Context: an optimization exercise on an open-source flow, tuned for small area, a short achievable clock period and few clock cycles. The choices shown serve that exercise and are no tape-out recipe. Where RTL was checked, it was by simulation tests only, not by an equivalence proof against the original. Function not checked in run 2: the RTL went through the layout flow alone. Power is estimated from default activity; no workload was simulated.

File: design/flow/design.v
module conv_rescaler #(
    parameter int NB_PIXEL = 19,
    parameter int NB_COUNT = 32,
    parameter int NB_OUT   = 8,
    parameter int NB_FRAC  = 16
) (
    input  logic                clock,
    input  logic                reset,
    input  logic                i_extremesValid,
    input  logic [NB_PIXEL-1:0] i_maxValue,
    input  logic [NB_PIXEL-1:0] i_minValue,
    input  logic [NB_COUNT-1:0] i_imageSize,
    input  logic                i_valid,
    input  logic [NB_PIXEL-1:0] i_convValue,
    output logic                o_ready,
    output logic [NB_OUT-1:0]   o_pixel,
    output logic                o_valid,
    output logic                o_endSignal
);
    localparam int NB_RANGE = NB_PIXEL + 1;
    localparam int NB_SCALE = NB_OUT + NB_FRAC;
    localparam int NB_PROD  = NB_RANGE + NB_SCALE;
    localparam int NB_BIT   = $clog2(NB_SCALE);
    localparam logic [NB_BIT-1:0]   BIT_LAST = NB_BIT'(NB_SCALE - 1);
    localparam logic [NB_SCALE-1:0] DIVIDEND = {{NB_OUT{1'b1}}, {NB_FRAC{1'b0}}};
    localparam logic [NB_PROD:0] ROUND = '0;
    typedef enum logic [1:0] {IDLE, DIVIDE, RUN, DRAIN} state_t;
    state_t                       state_q, state_d;
    logic signed [NB_PIXEL-1:0]   min_q, min_d;
    logic [NB_COUNT-1:0]          size_q, size_d, count_q, count_d;
    logic [NB_RANGE-1:0]          range_q, range_d;
    logic [NB_SCALE-1:0]          scale_q, scale_d;
    logic [NB_RANGE-1:0]          rem_q, rem_d;
    logic [NB_BIT-1:0]            bit_q, bit_d;
    logic                         s1_vld_q, s1_last_q, s2_vld_q, s2_last_q;
    logic [NB_RANGE-1:0]          diff_q, diff_d;
    logic [NB_PROD-1:0]           prod_q;
    logic                         vld_q, end_q;
    logic [NB_OUT-1:0]            pixel_q, pixel_d;
    logic                         accept, last_acc, lone_end;
    logic signed [NB_RANGE-1:0]   span, delta;
    logic [NB_RANGE-1:0]          span_pos;
    logic [NB_RANGE:0]            rem_shift;
    logic [NB_PROD:0]             rounded, shifted;
    assign accept   = i_valid && (state_q == RUN);
    assign last_acc = accept && ((count_q + NB_COUNT'(1)) == size_q);
    assign span     = {i_maxValue[NB_PIXEL-1], i_maxValue} - {i_minValue[NB_PIXEL-1], i_minValue};
    assign span_pos = (span > 0) ? NB_RANGE'(span) : '0;
    assign delta    = {i_convValue[NB_PIXEL-1], i_convValue} - {min_q[NB_PIXEL-1], min_q};
    assign rem_shift = {rem_q, scale_q[NB_SCALE-1]};
    always_comb begin
        diff_d = NB_RANGE'(delta);
        if (delta < 0)
            diff_d = '0;
        else if (NB_RANGE'(delta) > range_q)
            diff_d = range_q;
    end
    always_comb begin
        rounded = {1'b0, prod_q} + ROUND;
        shifted = rounded >> NB_FRAC;
        pixel_d = (|shifted[NB_PROD:NB_OUT]) ? '1 : shifted[NB_OUT-1:0];
    end
    always_comb begin
        state_d  = state_q;
        min_d    = min_q;
        size_d   = size_q;
        count_d  = count_q;
        range_d  = range_q;
        scale_d  = scale_q;
        rem_d    = rem_q;
        bit_d    = bit_q;
        lone_end = 1'b0;
        case (state_q)
            IDLE: begin
                if (i_extremesValid) begin
                    min_d   = i_minValue;
                    size_d  = i_imageSize;
                    range_d = span_pos;
                    count_d = '0;
                    rem_d   = '0;
                    bit_d   = '0;
                    if (i_imageSize == '0) begin
                        lone_end = 1'b1;
                    end else if (span_pos != '0) begin
                        scale_d = DIVIDEND;
                        state_d = DIVIDE;
                    end else begin
                        scale_d = '0;
                        state_d = RUN;
                    end
                end
            end
            DIVIDE: begin
                if (rem_shift >= {1'b0, range_q}) begin
                    rem_d   = NB_RANGE'(rem_shift - {1'b0, range_q});
                    scale_d = {scale_q[NB_SCALE-2:0], 1'b1};
                end else begin
                    rem_d   = NB_RANGE'(rem_shift);
                    scale_d = {scale_q[NB_SCALE-2:0], 1'b0};
                end
                bit_d = bit_q + NB_BIT'(1);
                if (bit_q == BIT_LAST)
                    state_d = RUN;
            end
            RUN: begin
                if (accept)
                    count_d = count_q + NB_COUNT'(1);
                if (last_acc)
                    state_d = DRAIN;
            end
            DRAIN: begin
                if (end_q) begin
                    count_d = '0;
                    state_d = IDLE;
                end
            end
            default: state_d = IDLE;
        endcase
    end
    always_ff @(posedge clock or negedge reset) begin
        if (!reset) begin
            state_q <= IDLE;
            min_q   <= '0;
            size_q  <= '0;
            count_q <= '0;
            range_q <= '0;
            scale_q <= '0;
            rem_q   <= '0;
            bit_q   <= '0;
        end else begin
            state_q <= state_d;
            min_q   <= min_d;
            size_q  <= size_d;
            count_q <= count_d;
            range_q <= range_d;
            scale_q <= scale_d;
            rem_q   <= rem_d;
            bit_q   <= bit_d;
        end
    end
    always_ff @(posedge clock or negedge reset) begin
        if (!reset) begin
            s1_vld_q  <= 1'b0;
            s1_last_q <= 1'b0;
            diff_q    <= '0;
            s2_vld_q  <= 1'b0;
            s2_last_q <= 1'b0;
            prod_q    <= '0;
            vld_q     <= 1'b0;
            end_q     <= 1'b0;
            pixel_q   <= '0;
        end else begin
            s1_vld_q  <= accept;
            s1_last_q <= last_acc;
            if (accept)
                diff_q <= diff_d;
            s2_vld_q  <= s1_vld_q;
            s2_last_q <= s1_last_q;
            if (s1_vld_q)
                prod_q <= NB_PROD'(diff_q) * NB_PROD'(scale_q);
            vld_q     <= s2_vld_q;
            end_q     <= (s2_vld_q && s2_last_q) || lone_end;
            if (s2_vld_q)
                pixel_q <= pixel_d;
        end
    end
    assign o_ready     = (state_q == RUN);
    assign o_pixel     = pixel_q;
    assign o_valid     = vld_q;
    assign o_endSignal = end_q;
endmodule
File: design/flow/run.sh
#!/bin/bash
# synth_recipe.tcl (not shown) runs the flow's synth.tcl, then flattens the netlist and writes it again
# the make line also repeats each setting of config.mk as NAME=value (left out here)
make -C /OpenROAD-flow-scripts/flow DESIGN_CONFIG=/design/flow/config.mk WORK_HOME=/design/flow/orfs CLKGATE_MAP_FILE= SYNTH_SCRIPT=/design/flow/synth_recipe.tcl finish
File: design/flow/config.mk
export PLATFORM = sky130hd
export DESIGN_NAME = conv_rescaler
export DESIGN_NICKNAME = conv_rescaler
export VERILOG_FILES = /design/flow/design.v
export SDC_FILE = /design/flow/constraint.sdc
export NUM_CORES = 4
export LEC_CHECK = 0
export CAP_MARGIN = 20
export CORE_MARGIN = 2
export CORE_UTILIZATION = 40
export SLEW_MARGIN = 20
File: design/flow/constraint.sdc
create_clock -name core_clock -period 9.0 [get_ports {clock}]
set_input_delay 1.8000 -clock core_clock [delete_from_list [all_inputs] [get_ports {clock}]]
set_output_delay 1.8000 -clock core_clock [all_outputs]
set_load 0.01 [all_outputs]
==> results of run 1 <==
## metal layers
layer | up-vias | global-route usage (%) | share of wire [%]
met5 | - | 0 | 0
met4 | 0 | 4.26 | 1.9
met3 | 73 | 1.80 | 3.4
met2 | 354 | 32.6 | 47
met1 | 11000 | 28.5 | 48
li1 | 10500 | - | -
## flip-flops by register name (all words and copies together) (netlist names), 19 cells and up
register  flops
prod_q       28
rem_q        20
count_q      32
min_q        19
range_q      20
scale_q      24
size_q       32
diff_q       20
## power by group through the flow
stage	combinational [W]	sequential [W]	clock, W
after floorplan	0.00440	0.00141	0
after global placement	0.00574	0.00168	0
after detailed placement	0.00577	0.00169	0
after CTS	0.00583	0.00167	0.00128
after global routing	0.00660	0.00172	0.00132
final	0.00576	0.00167	0.00124
## kinds of logic after synthesis
| kind of cell | count (synthesis) | share of synthesized area [%] |
|---|---|---|
| simple gates | 1133 | 19.5 |
| buf+inv | 687 | 8.98 |
| fa+ha+maj | 630 | 37.4 |
| compound gates | 452 | 10.2 |
| flops | 216 | 18.7 |
| xor+xnor | 99 | 2.99 |
| mux | 62 | 2.26 |
## how the worst min path moves through the flow
| stage | slack, ns | cells after the start | start | to |
|---|---|---|---|---|
| global route | 0.37 | 0 | s1_last_q$_DFF_PN0_ | s2_last_q$_DFF_PN0_ |
| floorplan | 0.33 | 0 | s1_last_q$_DFF_PN0_ | s2_last_q$_DFF_PN0_ |
| detailed placement | 0.34 | 0 | s1_last_q$_DFF_PN0_ | s2_last_q$_DFF_PN0_ |
| finish | 0.36 | 0 | s1_last_q$_DFF_PN0_ | s2_last_q$_DFF_PN0_ |
| global placement | 0.33 | 0 | s1_last_q$_DFF_PN0_ | s2_last_q$_DFF_PN0_ |
| CTS | 0.36 | 0 | s1_last_q$_DFF_PN0_ | s2_last_q$_DFF_PN0_ |
## cells in the mapped netlist, types with 6 or more instances
| library cell | instances | area share [%] |
|---|---|---|
| nor2b_1 | 21 | 0.45 |
| a21o_1 | 45 | 1.2 |
| nand2_1 | 519 | 6.7 |
| xnor2_1 | 61 | 1.8 |
| a211oi_1 | 15 | 0.39 |
| buf_2 | 7 | 0.12 |
| nor3b_1 | 12 | 0.31 |
| nor4_1 | 14 | 0.30 |
| o21bai_1 | 6 | 0.16 |
| xor2_1 | 38 | 1.1 |
| o22ai_1 | 12 | 0.26 |
| nand3_1 | 67 | 1.2 |
| inv_1 | 520 | 6.7 |
| a21boi_0 | 6 | 0.16 |
| fa_1 | 394 | 27 |
| nand2b_1 | 19 | 0.41 |
| buf_1 | 7 | 0.091 |
| mux2i_1 | 36 | 1.2 |
| or3_1 | 17 | 0.37 |
| nor3_1 | 45 | 0.78 |
| a22o_1 | 22 | 0.67 |
| a31oi_1 | 13 | 0.28 |
| ha_1 | 236 | 10 |
| o211ai_1 | 11 | 0.29 |
| o41ai_1 | 10 | 0.30 |
| and3_1 | 19 | 0.41 |
| and2_1 | 266 | 5.7 |
| clkbuf_1 | 150 | 1.9 |
| dfrtp_1 | 216 | 19 |
| nand4_1 | 23 | 0.50 |
| and4_1 | 9 | 0.27 |
| o21ai_0 | 120 | 2.1 |
| o21a_1 | 12 | 0.31 |
| mux2_2 | 26 | 1.0 |
| nand3b_1 | 7 | 0.18 |
| a21oi_1 | 92 | 1.6 |
| o22a_1 | 9 | 0.27 |
| a211o_1 | 6 | 0.18 |
| o31ai_1 | 31 | 0.80 |
| nor2_1 | 65 | 0.84 |
## final cells by class
class	count	area [sq um]
Clock buffer	37	764
Clock inverter	14	254
Fill cell	7106	39700
Inverter	520	1950
Multi-Input combinational cell	2376	21000
Sequential cell	216	5410
Tap cell	950	1190
Timing Repair Buffer	144	1340
## stage by stage
step / total power, W / cells / instance area, sq um
after floorplan: 0.00582 / 3279 / 29000
after global placement: 0.00741 / 4206 / 30900
after detailed placement: 0.00746 / 4206 / 30900
after global routing: 0.00964 / 4257 / 31900
after CTS: 0.00877 / 4257 / 31900
final: 0.00868 / 4257 / 31900
## cell usage in the layout, fill, tap and decap left out, drive strengths merged, types with 61 or more instances in the layout
cell and count:
clkdlybuf4s50 102, o21ai 121, xnor2 61, dfrtp 216
and2 266, nand2 520, nand3 68, fa 394
ha 236, nor2 65, inv 520, a21oi 93
## worst max-delay path: cells and delay by family, from the launching register on
family	cells	cell delay [ns]
adder cells (fa/ha/maj)	8	3.66
AO/OA/AOI/OAI	8	2.70
flip-flops	1	0.87
buffers and inverters	6	0.30
multiplexers	1	0.27
AND/OR/NAND/NOR	1	0.25
XOR/XNOR	1	0.10
==> metrics.csv, run 1 <==
stage,metric,value,unit
timing,hold_slack,0.362,ns
detailed_routing,drtIter0Drc,1094,
detailed_routing,drtPass1Iterations,5,
clock_network,cts_resized,0,
floorplan,core_region_area,71600,sq um
yosys,ys_ff_latch,216,
clock_network,numCtsBuffers,28,
worst_setup_path,critPathMaxStageDelay,0.87,ns
timing,max_freq,0.121,GHz
worst_setup_path,crit_arrival,8.73,ns
yosys,netlist_instances,3279,
clock_network,clk_pin_slew_worst_paths,0.06,ns
worst_setup_path,worstSetupStartpointType,register,
clock_network,cts_sinks,216,
worst_hold_path,hp-class,register to register,
clock_network,cts_setup_buffers,0,
power,power_density,272,nW/um^2
timing,rsz0062_at_grt,no,
timing,drv_slew,0,
power,internal_power,0.00433,W
yosys,synthesis.nets,4002,
global_route,antenna_found_initial,0,
timing,tightest_slew,1.03,ns
worst_setup_path,rr_startpoint,scale_q[9]$_DFFE_PN0P_,
yosys,ys_seq_area_share,18.7,%
detailed_routing,ant_nets,0,
floorplan,pin_count,104,
power,p_leak,16.1,nW
power,switching_share,50.0,%
yosys,synth-main-ff-cell,dfrtp_1,
global_route,gr-total-overflow,0,
yosys,synth_cell_type_count,80,
outcome,outcome,finished clean,
floorplan,dieArea,74600,sq um
worst_setup_path,cp_max_fo,22,
global_route,grt_pass1_vias,22600,
worst_setup_path,crit_start,scale_q[9]$_DFFE_PN0P_,
run,timing.max_cap.violations,0,
worst_setup_path,r2r_slack,0.73,ns
power,sequentialPowerShare,19.3,%
detailed_routing,wire_per_inst,16.9,microns
power,p_comb_share,66.4,%
finish,drive_above_1_share,4.11,%
clock_network,holdBufCountCts,0,
timing,finClkSkew,0.0183,ns
yosys,synth_area,29000,sq um
timing,relSlewSlack,31.0,%
worst_setup_path,worstSetupEndpointType,register,
worst_setup_path,rr_worst_depth,25,
global_route,grt_max_degree,114,
timing,fin_ws,0.733,ns
clock_network,htree_levels,1,
detailed_routing,vias,22000,
global_route,grt.total_usage,19.8,%
power,p_clk_share,14.3,%
worst_setup_path,cp_slowest_cell,dfrtp_1,
timing,fin_tns_setup,0,ns
worst_setup_path,worst-setup-path-type,register to register,
yosys,synthArstFlopShare,100,%
finish,area_growth,10.1,%
place,gp_congestion,0.848,
floorplan,start_util,40.4,%
floorplan,rows,98,
timing,setup_viol,0,
place,post-place-ws,0.756,ns
detailed_routing,wl,71900,microns
worst_setup_path,reg2reg_to,prod_q[39]$_DFFE_PN0P_,
yosys,ys_warn_count,1,
detailed_routing,detail_route.vias_per_cell,5.16,
yosys,synth_edf_count,0,
worst_setup_path,crit_required,9.46,ns
clock_network,cts-root-buf,clkbuf_16,
timing,timing.final.crit_share,91.9,%
timing,hold_viol_final,0,
worst_setup_path,crit_top_cell,fa_1,
clock_network,cts_tree,yes,
place,dpl.hpwl,56600,microns
clock_network,clock_path_buffers,3,
yosys,avgSynthCellArea,8.83,sq um
power,ir_worst_vdd,0.323,mV
finish,diodes,0,
timing,min_period,8.27,ns
place,port-buffer-count,103,
global_route,grt_pass1_wl,120000,microns
finish,fin_nets,4009,
worst_setup_path,endpoint,prod_q[39]$_DFFE_PN0P_,
floorplan,die_h,273,microns
power,power_switching,0.00434,W
floorplan,dieWidth,273,microns
detailed_routing,remaining_drc_errors,0,
finish,fin_util,44.5,%
clock_network,clk_latency,0.59,ns
Testbench counts, summed over its fixed seeds: cycles 20,912.
==> inputs of run 2 (changes only) <==
==> design/flow/design.v (replaced) <==
module conv_rescaler #(
    parameter int NB_PIXEL = 19,
    parameter int NB_COUNT = 32,
    parameter int NB_OUT   = 8,
    parameter int NB_FRAC  = 16
) (
    input  logic                clock,
    input  logic                reset,
    input  logic                i_extremesValid,
    input  logic [NB_PIXEL-1:0] i_maxValue,
    input  logic [NB_PIXEL-1:0] i_minValue,
    input  logic [NB_COUNT-1:0] i_imageSize,
    input  logic                i_valid,
    input  logic [NB_PIXEL-1:0] i_convValue,
    output logic                o_ready,
    output logic [NB_OUT-1:0]   o_pixel,
    output logic                o_valid,
    output logic                o_endSignal
);
    localparam int NB_R     = NB_PIXEL;
    localparam int NB_SCALE = NB_OUT + NB_FRAC;           
    localparam int NB_POS   = $clog2(NB_SCALE);           
    localparam logic [NB_SCALE-1:0] DIVIDEND = {{NB_OUT{1'b1}}, {NB_FRAC{1'b0}}};
    logic                 init_q, div_q, run_q;
    logic                 v1_q, l1_q, v2_q, e2_q;
    logic signed [NB_PIXEL-1:0] min_q;
    logic [NB_R-1:0]      range_q;
    logic [NB_COUNT-1:0]  count_q;
    logic [NB_SCALE-1:0]  scale_q;
    logic [NB_POS-1:0]    pos_q;
    logic [NB_R-1:0]      w_q;        
    logic [NB_OUT-1:0]    pixel_q;
    logic idle, accept, last_acc, lone_end, start;
    logic signed [NB_PIXEL:0] span, delta;
    logic [NB_R-1:0]      span_pos, d_clamp;
    logic [NB_R:0]        rem_shift, rem_sub;
    logic [NB_R-1:0]      rem_next;
    logic                 q_bit;
    logic [4:0]           blen;       
    logic [NB_POS-1:0]    pos_init;
    logic [NB_R-1:0]      rem_init;
    logic [NB_SCALE-1:0]  prod;
    assign idle     = !(init_q || div_q || run_q);
    assign accept   = i_valid && run_q;
    assign last_acc = accept && (count_q == NB_COUNT'(1));
    assign start    = idle && i_extremesValid;
    assign lone_end = start && (i_imageSize == '0);
    assign span     = {i_maxValue[NB_PIXEL-1], i_maxValue} - {i_minValue[NB_PIXEL-1], i_minValue};
    assign span_pos = (span > 0) ? NB_R'(span) : '0;
    assign delta    = {i_convValue[NB_PIXEL-1], i_convValue} - {min_q[NB_PIXEL-1], min_q};
    always_comb begin
        d_clamp = NB_R'(delta);
        if (delta < 0)
            d_clamp = '0;
        else if (NB_R'(delta) > range_q)
            d_clamp = range_q;
    end
    always_comb begin
        blen = 5'd0;
        for (int i = 0; i < NB_R; i++)
            if (range_q[i]) blen = 5'(i + 1);
    end
    assign pos_init = NB_POS'(NB_SCALE - int'(blen));
    assign rem_init = NB_R'(DIVIDEND >> (NB_SCALE + 1 - int'(blen)));
    assign rem_shift = {w_q, (pos_q >= NB_POS'(NB_FRAC))};
    assign rem_sub   = rem_shift - {1'b0, range_q};
    assign q_bit     = !rem_sub[NB_R];
    assign rem_next  = q_bit ? rem_sub[NB_R-1:0] : rem_shift[NB_R-1:0];
    assign prod = NB_SCALE'(w_q) * scale_q;
    always_ff @(posedge clock or negedge reset) begin
        if (!reset) begin
            init_q <= 1'b0;
            div_q  <= 1'b0;
            run_q  <= 1'b0;
            v1_q   <= 1'b0;
            l1_q   <= 1'b0;
            v2_q   <= 1'b0;
            e2_q   <= 1'b0;
        end else begin
            init_q <= start && !lone_end && (span_pos != '0);
            div_q  <= init_q || (div_q && (pos_q != '0));
            run_q  <= (start && !lone_end && (span_pos == '0)) ||
                      (div_q && (pos_q == '0)) || (run_q && !last_acc);
            v1_q   <= accept;
            l1_q   <= last_acc;
            v2_q   <= v1_q;
            e2_q   <= (v1_q && l1_q) || lone_end;
        end
    end
    always_ff @(posedge clock) begin
        if (idle) begin
            min_q   <= i_minValue;
            range_q <= span_pos;
            count_q <= i_imageSize;
        end else if (accept) begin
            count_q <= count_q - NB_COUNT'(1);
        end
        if (idle)
            scale_q <= '0;
        else if (div_q)
            scale_q <= {scale_q[NB_SCALE-2:0], q_bit};
        if (init_q)
            pos_q <= pos_init;
        else
            pos_q <= pos_q - NB_POS'(1);
        if (init_q)
            w_q <= rem_init;
        else if (div_q)
            w_q <= rem_next;
        else
            w_q <= d_clamp;
        pixel_q <= prod[NB_SCALE-1:NB_FRAC];
    end
    assign o_ready     = run_q;
    assign o_pixel     = pixel_q;
    assign o_valid     = v2_q;
    assign o_endSignal = e2_q;
endmodule
==> metrics.csv, run 2 <==
stage,metric,value,unit,change
global_route,grt.total_usage,19.9,%,+0.068 points
place,dpl.hpwl,34500,microns,-39%
floorplan,die_h,215,microns,-21%
yosys,ys_ff_latch,133,,-38%
timing,max_freq,0.149,GHz,+23%
clock_network,clk_pin_slew_worst_paths,0.06,ns,about the same
floorplan,core_region_area,44000,sq um,-39%
timing,setup_viol,0,,unchanged
clock_network,cts_resized,0,,unchanged
clock_network,clock_path_buffers,2,,-1
worst_setup_path,crit_required,9.36,ns,-0.10 ns
global_route,antenna_found_initial,0,,unchanged
yosys,synth_compound_area_share,10.8,%,+0.56 points
outcome,outcome,finished clean,,
clock_network,numCtsBuffers,17,,-39%
detailed_routing,detail_route.vias_per_cell,5.11,,-0.98%
finish,top_register,count_q,,
timing,fin_tns_setup,0,ns,unchanged
power,switching_share,32.1,%,-18 points
finish,reg_top3,"count_q (32), scale_q (24)",,
yosys,synth_fa_ha_area_share,33.8,%,-3.6 points
place,post-place-ws,1.78,ns,+1.03 ns
timing,relSlewSlack,31.8,%,+0.79 points
clock_network,cts_tree,yes,,
clock_network,clk_latency,0.49,ns,-0.10 ns
yosys,synth.most_common_cell,inv_1,,
floorplan,dieWidth,215,microns,-21%
detailed_routing,drtPass1Iterations,4,,-1
power,internal_power,0.00124,W,-71%
timing,rsz0062_at_grt,no,,
worst_setup_path,worstSetupEndpointType,register,,
worst_setup_path,rr_worst_depth,21,,-16%
floorplan,pin_count,104,,unchanged
global_route,grt_pass1_wl,73200,microns,-39%
worst_setup_path,worst-setup-path-type,input port to register,,
timing,timing.final.crit_share,74.7,%,-17 points
timing,fin_ws,2.27,ns,+1.54 ns
detailed_routing,drtIter0Drc,671,,-39%
detailed_routing,remaining_drc_errors,0,,unchanged
worst_setup_path,reg2reg_to,pixel_q[7]$_DFF_P_,,
worst_setup_path,cp_max_fo,24,,+9.1%
floorplan,rows,77,,-21%
run,timing.max_cap.violations,0,,unchanged
finish,diodes,0,,unchanged
yosys,synthMuxAreaShare,3.41,%,+1.2 points
yosys,synthArstFlopShare,5.26,%,-95 points
global_route,grt_pass1_vias,14400,,-36%
clock_network,holdBufCountCts,0,,unchanged
yosys,synth-main-ff-cell,edfxtp_1,,
timing,finClkSkew,0.0215,ns,+0.00315 ns
power,power_density,91.7,nW/um^2,-66%
finish,stdcell_count,2665,,-37%
clock_network,htree_levels,4,,+3
worst_setup_path,rr_startpoint,w_q[1]$_DFF_P_,,
yosys,avgSynthCellArea,8.85,sq um,+0.16%
finish,drive_above_1_share,3.33,%,-0.78 points
detailed_routing,vias,13600,,-38%
finish,largest_reg_flops,32,,
worst_setup_path,worstSetupStartpointType,input port,,
yosys,ys_seq_area_share,19.2,%,+0.49 points
yosys,synthesis.nets,2453,,-39%
worst_hold_path,hold_depth,0,,unchanged
global_route,gr-total-overflow,0,,unchanged
place,gp_congestion,0.873,,+2.9%
finish,final_cell_mix,"inv_1, fa_1, and2_1, nand2_1, ha_1",,
power,p_comb_share,22.0,%,-44 points
finish,fin_nets,2507,,-37%
yosys,netlist_instances,2006,,-39%
place,port-buffer-count,103,,unchanged
clock_network,cts-root-buf,clkbuf_16,,
yosys,synth_top_family_by_area,adder cells,,
global_route,grt_max_degree,79,,-31%
yosys,synth_top_area_share,23.7,%,-3.5 points
timing,hold_viol_final,0,,unchanged
floorplan,start_util,40.3,%,-0.14 points
floorplan,dieArea,46100,sq um,-38%
power,p_leak,8.90,nW,-45%
worst_setup_path,crit_arrival,7.09,ns,-1.64 ns
power,sequentialPowerShare,40.0,%,+21 points
timing,tightest_slew,1.02,ns,-0.00441 ns
worst_hold_path,hp-class,register to register,,
yosys,synth_cell_type_count,73,,-8.8%
yosys,synth-simple-area-share,17.9,%,-1.6 points
yosys,synth_edf_count,70,,+70
power,power_switching,0.000584,W,-87%
finish,area_growth,11.9,%,
detailed_routing,wire_per_inst,16.4,microns,-3.0%
place,dp.cells,2633,,-37%
detailed_routing,wl,43600,microns,-39%
yosys,yosys-top-cells-count,"inv_1, fa_1, and2_1",,
worst_setup_path,r2r_slack,2.44,ns,+1.71 ns
worst_hold_path,whs_endpoint,v2_q$_DFF_PN0_,,
worst_hold_path,hold_start,v1_q$_DFF_PN0_,,
yosys,ys_warn_count,1,,unchanged
finish,final_common_cell,inv_1,,
yosys,synth_area_leaders,"fa_1, edfxtp_1, ha_1, inv_1, and2_1",,
timing,min_period,6.73,ns,-1.54 ns
power,p_clk_share,38.0,%,+24 points
clock_network,cts_sinks,133,,-38%
timing,drv_slew,0,,unchanged
yosys,synth_area,17700,sq um,-39%
power,ir_worst_vdd,0.157,mV,-51%
yosys,synth_area_leader_cell,fa_1,,
detailed_routing,ant_nets,0,,unchanged
clock_network,cts_setup_buffers,0,,unchanged
yosys,synth-xor-area-share,5.63,%,+2.6 points
## run 2: changes by cell type in the layout (fill, tap and decap cells not counted), sizes merged, moves of 35 or more
| cell | delta |
|---|---|
| dfxtp | +56 |
| nand3 | -43 |
| o21ai | -51 |
| ha | -92 |
| dfrtp | -209 |
| nand2 | -348 |
| and2 | -81 |
| inv | -160 |
| a21oi | -35 |
| edfxtp | +70 |
| fa | -184 |
| nor2 | +49 |
## run 2: how the worst max path moves through the flow
stage	startpoint	endpoint	slack, ns
finish	i_convValue[0]	w_q[17]$_DFF_P_	2.27
detailed placement	i_convValue[0]	w_q[17]$_DFF_P_	1.78
global route	i_convValue[0]	w_q[17]$_DFF_P_	1.94
CTS	i_convValue[0]	w_q[17]$_DFF_P_	2.26
global placement	i_convValue[0]	w_q[17]$_DFF_P_	1.89
floorplan	i_convValue[0]	w_q[11]$_DFF_P_	2.59
## run 2: stage by stage
| stage | power [W] | hold slack (ns) | instance area (sq um) | util, % |
|---|---|---|---|---|
| after global routing | 0.00191 | 0.413 | 19900 | 45.1 |
| after CTS | 0.00184 | 0.395 | 19900 | 45.1 |
| after floorplan | 0.000988 | 0.354 | 17700 | - |
| after detailed placement | 0.00114 | 0.373 | 19300 | 43.8 |
| after global placement | 0.00113 | 0.375 | 19300 | 43.8 |
| final | 0.00182 | 0.394 | 19900 | 45.1 |
## run 2: area by class of cell
type,count,area (sq um)
clock buffers,18,429
clock inverters,14,126
fillers,4316,24200
inverters,355,1340
multi-input cells,1439,12700
flip-flops and latches,133,3400
well taps,592,741
repair buffers,114,1110
## run 2: cell families (layout without fill, tap and decap cells)
family | after synthesis | in the layout
AOI/OAI and AO/OA | 282 | 282
muxes | 59 | 59
DFF | 133 | 133
adders and majority gates | 354 | 354
and+or+nand+nor | 630 | 630
buffers and inverters | 434 | 501
xor gates and xnor gates | 114 | 114
## run 2: power by group through the flow
stage / Combinational, W / Clock [W] / Sequential, W
after floorplan: 0.000292 / 0 / 0.000696
after global placement: 0.000392 / 0 / 0.000739
after detailed placement: 0.000397 / 0 / 0.000739
after CTS: 0.000400 / 0.000712 / 0.000727
after global routing: 0.000445 / 0.000732 / 0.000731
final: 0.000401 / 0.000692 / 0.000727
## run 2: per-layer routing
| layer | vias to the layer above | share of wire, % | routed length, microns | track usage, % |
|---|---|---|---|---|
| li1 | 6641 | - | - | - |
| met1 | 6647 | 45 | 19700 | 25.4 |
| met2 | 275 | 48 | 20900 | 34.3 |
| met3 | 52 | 4.3 | 1860 | 3.23 |
| met4 | 0 | 2.6 | 1120 | 6.85 |
| met5 | - | 0 | 0 | 0 |
## run 2: critical path, cell delays in order
cell and delay [ns]:
clkdlybuf4s50_1 0.39, inv_1 0.05, ha_1 0.17, inv_1 0.07, fa_1 0.42, a211oi_1 0.29
o21ai_0 0.24, a2111oi_0 0.48, nor3_1 0.17, a41o_1 0.29, o41ai_1 0.34, xnor2_1 0.15
ha_1 0.32, nand4_1 0.11, or2_2 0.35, nor3_1 0.22, a211o_1 0.23, o41ai_4 0.10
buf_4 0.24, mux2_2 0.31, a221o_1 0.33

==> re-timing with driven ports <==
The results above use ideal ports. As a check the final layouts listed here were re-extracted and re-timed, cells and wires unchanged. Step 1 sets driving cells, clkbuf_16 on the clock port and buf_2 on the other inputs (assumed; they add their load-dependent delay and slew). Step 2 also shifts input and output timing later by t, the mid clock arrival at the registers, as if the neighbouring blocks saw the same clock. Three values: ideal, step 1, step 2; two values: the first two.
| run | t (ns) | setup WS [ns] | hold WS [ns] |
|---|---|---|---|
| run 1 | 0.638 | 0.733 / 0.733 / 0.733 | 0.362 / 0.362 / 0.362 |
| run 2 | 0.534 | 2.273 / 2.308 / 1.774 | 0.394 / 0.394 / 0.394 |
After both steps setup and hold are still met in every run listed. The setup slack of run 2, which loses most, moves by +0.035 ns with the drivers and by -0.499 ns with both steps.
